This design comes from an exercise in tuning for small area, a short achievable clock period and few clock cycles per item on the open sky130 flow, not from production work.
In this exercise RTL edits were held to simulation tests only and were not proved equivalent to the original.
Power and IR drop assume default switching activity.

Setup of job 101:
Design indent_style_detector_core, start of the top module:
module indent_style_detector_core (
	input  logic        clk,
	input  logic        arst_n,
	input  logic        in_valid,
	output logic        in_ready,
	input  logic [7:0]  text_byte,
	input  logic        has_byte,
	input  logic        end_of_line,
	output logic        out_valid,
	input  logic        out_ready,
	output logic        keep_going,
	output logic [1:0]  tab_style,
	output logic [7:0]  indent_size,
	output logic [31:0] lines_seen,
	input  logic        cfg_we,
	input  logic [1:0]  cfg_index,
	input  logic [15:0] cfg_data
);
	function automatic logic [15:0] sat_inc(input logic [15:0] v);
		sat_inc = (&v) ? v : v + 16'd1;
	endfunction
	logic [7:0]  min_indent_q;
	logic [7:0]  max_indent_q;
	logic [15:0] max_lines_q;
	logic [7:0]  in_range;    
	always_ff @(posedge clk or negedge arst_n) begin
		if (!arst_n) begin
			min_indent_q <= isd_pkg::MIN_INDENT_RST;
			max_indent_q <= isd_pkg::MAX_INDENT_RST;
			max_lines_q  <= isd_pkg::MAX_LINES_RST;
		end else if (cfg_we) begin
			case (cfg_index)
				isd_pkg::REG_MIN_INDENT: min_indent_q <= cfg_data[7:0];
				isd_pkg::REG_MAX_INDENT: max_indent_q <= cfg_data[7:0];
				isd_pkg::REG_MAX_LINES:  max_lines_q  <= cfg_data;
				default: ;
			endcase
		end
	end
	logic [8:0] win_span;    
	assign win_span = {1'b0, max_indent_q} - {1'b0, min_indent_q};
	always_comb begin
		for (int i = 0; i < 8; i++) begin
			in_range[i] = !win_span[8] && ((win_span[7:3] != 5'd0) || (win_span[2:0] >= 3'(i)));
		end
	end
	logic       rc_busy_q;
	logic [3:0] rc_idx_q;
	logic       rc_fin;
	assign rc_fin = rc_busy_q && rc_idx_q == 4'd9;
	logic out_valid_q;
	logic out_free;    
	logic s2_go;       
	logic s2_fire;
	assign out_free = !out_valid_q || out_ready;
	assign s2_go    = pend_q && !rc_busy_q;
	assign s2_fire  = s2_go && out_free;
	isd_pkg::isd_word_t in_word;
	isd_pkg::isd_word_t w0_q, w1_q;
	logic w0_v_q, w1_v_q;
	logic in_ready_q;
	logic acc, cons;
	logic w0_v_d, w1_v_d;
	always_comb begin
  ...
export LEC_CHECK = 0
export ABC_AREA = 1
export CAP_MARGIN = 20
export CORE_MARGIN = 2
export CORE_UTILIZATION = 55
export PLACE_DENSITY = 0.7
export SETUP_SLACK_MARGIN = 5.0
export SLEW_MARGIN = 20
export TNS_END_PERCENT = 30
create_clock -name core_clock -period 8.0 [get_ports {clk}]
standard.sh (not shown) runs the stock make flow with config.mk's settings and CLKGATE_MAP_FILE= SYNTH_SCRIPT=/design/flow/synth_recipe.tcl, a recipe that flattens the netlist after the stock synthesis.
==> flow/flow/run.sh <==
#!/bin/bash
# The standard layout (standard.sh, unchanged synthesis and steps) with three
# tool settings changed: port buffers use the plain buf cell family, CTS uses clkbuf_8 and adds no
# dummy loads, and the setup margin stays at 5.0.
# The clock period and I/O constraints are untouched.
set -euo pipefail
sed -e 's/SETUP_SLACK_MARGIN=[0-9.]*/SETUP_SLACK_MARGIN=5.0 "BUFFER_PORTS_ARGS=-buffer_cell sky130_fd_sc_hd__buf_2" "CTS_ARGS=-sink_clustering_enable -repair_clock_nets -dont_use_dummy_load -buf_list sky130_fd_sc_hd__clkbuf_8"/' standard.sh > standard_tuned.sh
bash standard_tuned.sh > standard.log 2>&1
Testbench counts of job 101, summed over its fixed seeds: cycles 171,851, lines 9,600.
What job 102 does differently from job 101 at the input level:
- clearing TNS_END_PERCENT, which used to be 30
==> flow/flow/run.sh <==
#!/bin/bash
# The standard layout (standard.sh, unchanged synthesis and steps) with three
# tool settings changed: port buffers use the plain buf cell family, CTS adds no
# dummy loads, and the setup margin stays at 5.0.
# The clock period and I/O constraints are untouched.
set -euo pipefail
sed -e 's/SETUP_SLACK_MARGIN=[0-9.]*/SETUP_SLACK_MARGIN=5.0 "BUFFER_PORTS_ARGS=-buffer_cell sky130_fd_sc_hd__buf_2" "CTS_ARGS=-sink_clustering_enable -repair_clock_nets -dont_use_dummy_load"/' standard.sh > standard_tuned.sh
bash standard_tuned.sh > standard.log 2>&1
--- outcome ---
[job 102 vs job 101] worst slack at placement: higher in job 102
Job 101 -> job 102: instance area after placement flat
Sort job 101 and job 102 by final critical-path required period, ascending, and job 102 comes first.
From job 101 to job 102 the numbers moved as follows: switching share of total power -1.3 points; global-route track usage on met1 ~0 delta; worst setup slack after layout +100 ps; part of the power in registers -1.7 points.
### job 102 -> job 103
==> flow/flow/run.sh <==
#!/bin/bash
# The standard layout (standard.sh, unchanged synthesis and steps) with three
# tool settings changed: port buffers use the plain buf cell family, CTS uses clkbuf_8 and adds no
# dummy loads, and the setup margin is 5.2.
# The clock period and I/O constraints are untouched.
set -euo pipefail
sed -e 's/SETUP_SLACK_MARGIN=[0-9.]*/SETUP_SLACK_MARGIN=5.2 "BUFFER_PORTS_ARGS=-buffer_cell sky130_fd_sc_hd__buf_2" "CTS_ARGS=-sink_clustering_enable -repair_clock_nets -dont_use_dummy_load -buf_list sky130_fd_sc_hd__clkbuf_8"/' standard.sh > standard_tuned.sh
bash standard_tuned.sh > standard.log 2>&1
==> run summary <==
When the final numbers for job 103 and job 102 were put side by side, the post-layout minimum cycle time turned out to be smaller in job 103.
Job 103 vs. job 102: final cell count without fillers moved up, global-route met1 utilization moved up.
In the flow results for job 103 and job 102, the quantity of gates resized following cts is larger on job 103.
Share of post-route cells with drive strength above 1 was lower in the run labelled job 102.
Per the comparison of job 103 with job 102, overall power of the completed layout shows a reduction of about 0.44%; count of buffer and inverter cells on the critical path shows a reduction of 3; peak clock frequency supported by timing shows an increase of 1.5%; area growth from synthesis to final layout shows an increase of 4.2 points.
Summary — share of final layout cell area taken by non-clock buffers, job 103 relative to job 102: higher, by 2.2 points.
Job 103 ends up with lower total internal power than job 102 does.
Setup changes, job 103 to job 104
==> flow/flow/run.sh <==
#!/bin/bash
# The standard layout (standard.sh, unchanged synthesis and steps) with three
# tool settings changed: port buffers use the plain buf cell family, CTS uses clkbuf_4 and clkbuf_8 and adds no
# dummy loads, and the setup margin stays at 5.0.
# The clock period and I/O constraints are untouched.
set -euo pipefail
sed -e 's/SETUP_SLACK_MARGIN=[0-9.]*/SETUP_SLACK_MARGIN=5.0 "BUFFER_PORTS_ARGS=-buffer_cell sky130_fd_sc_hd__buf_2" "CTS_ARGS=-sink_clustering_enable -repair_clock_nets -dont_use_dummy_load -buf_list {sky130_fd_sc_hd__clkbuf_4 sky130_fd_sc_hd__clkbuf_8}"/' standard.sh > standard_tuned.sh
bash standard_tuned.sh > standard.log 2>&1
### Flow results
The flow did not stop early for job 104: all stages ran, and the layout cleared the timing, design-rule and antenna checks.
On worst setup slack, the higher figure sits with job 103, not job 104.
Sum of net half-perimeters after detailed placement (higher): job 103
Between job 103 and job 104, the number of cells on the critical path does not differ in any meaningful way.
In the flow results for job 103 and job 104, the sequential portion of the cell area is smaller on job 103.
Maximum root-to-sink buffer count came out exactly the same in job 103 and job 104.
In the tables for job 103 and job 104, detailed route wirelength on metal3 reads higher with job 103.
| final wirelength | job 104 vs job 103 | about 5% lower |
End point of the critical path = keep_going: job 104; end point of the critical path = in_ready: job 103
Changes in job 105 relative to job 104:
==> flow/run.sh (new file) <==
#!/bin/bash
# synth_recipe.tcl (not shown) runs the flow's synth.tcl, then flattens the netlist and writes it again
# the make line also repeats each setting of config.mk as NAME=value (left out here)
make -C /OpenROAD-flow-scripts/flow DESIGN_CONFIG=/design/flow/config.mk WORK_HOME=/design/flow/orfs CLKGATE_MAP_FILE= SYNTH_SCRIPT=/design/flow/synth_recipe.tcl finish
removed: flow/flow/run.sh
removed: flow/standard.sh
Notes after the runs:
- Taking job 104 as the reference, in job 105 fmax decreased by 1.4 MHz relative to the old numbers; non-clock buffer count increased by 26% relative to the old numbers.
- Re proportion of power drawn by the clock network: job 105 is 8.4 points up on job 104.
- Job 105 completed; timing, DRC and antenna clean
- On hold slack, job 104 tracks job 105 almost exactly.
- The run with more setup slack is job 104; job 105 has less.
- Taking job 104 as the reference, in job 105 setup slack at placement decreased by 510 ps relative to the old numbers, fraction of the cycle the final worst path needs increased by 0.16 points relative to the old numbers.

what the ideal ports hide:
The flow's constraints put no driver on any port. The routed layouts listed below were extracted and timed again, unchanged, in two steps. Step 1, drivers: a clkbuf_16 drives clk and a buf_2 each remaining input, both assumed. Step 2 adds t to the input delays and takes it off the output delays; t is the mean of the earliest and latest rising clock arrival at the registers after step 1. Input paths then give back, and output paths get back, about the clock's delay inside the block. a / b / c = ideal ports / drivers / drivers and shift; a / b = the first two.
| run | shift t [ns] | setup slack, ns | hold slack, ns | pins driven straight from the clock port |
|---|---|---|---|---|
| job 101 | 0.645 | 5.012 / 4.999 / 4.393 | 0.421 / 0.421 / 0.421 | 1 |
| job 102 | 0.611 | 5.112 / 5.072 / 4.539 | 0.415 / 0.415 / 0.415 | 1 |
| job 103 | 0.651 | 5.156 / 5.103 / 4.651 | 0.388 / 0.388 / 0.388 | 1 |
| job 104 | 0.699 | 5.054 / 5.005 / 4.444 | 0.407 / 0.407 / 0.407 | 1 |
| job 105 | 0.621 | 5.042 / 4.984 / 4.479 | 0.409 / 0.409 / 0.409 | 1 |
After both steps every run listed still meets setup and hold. For job 101, which loses most, drivers alone change the setup slack by -0.013 ns; drivers and shift together by -0.619 ns.
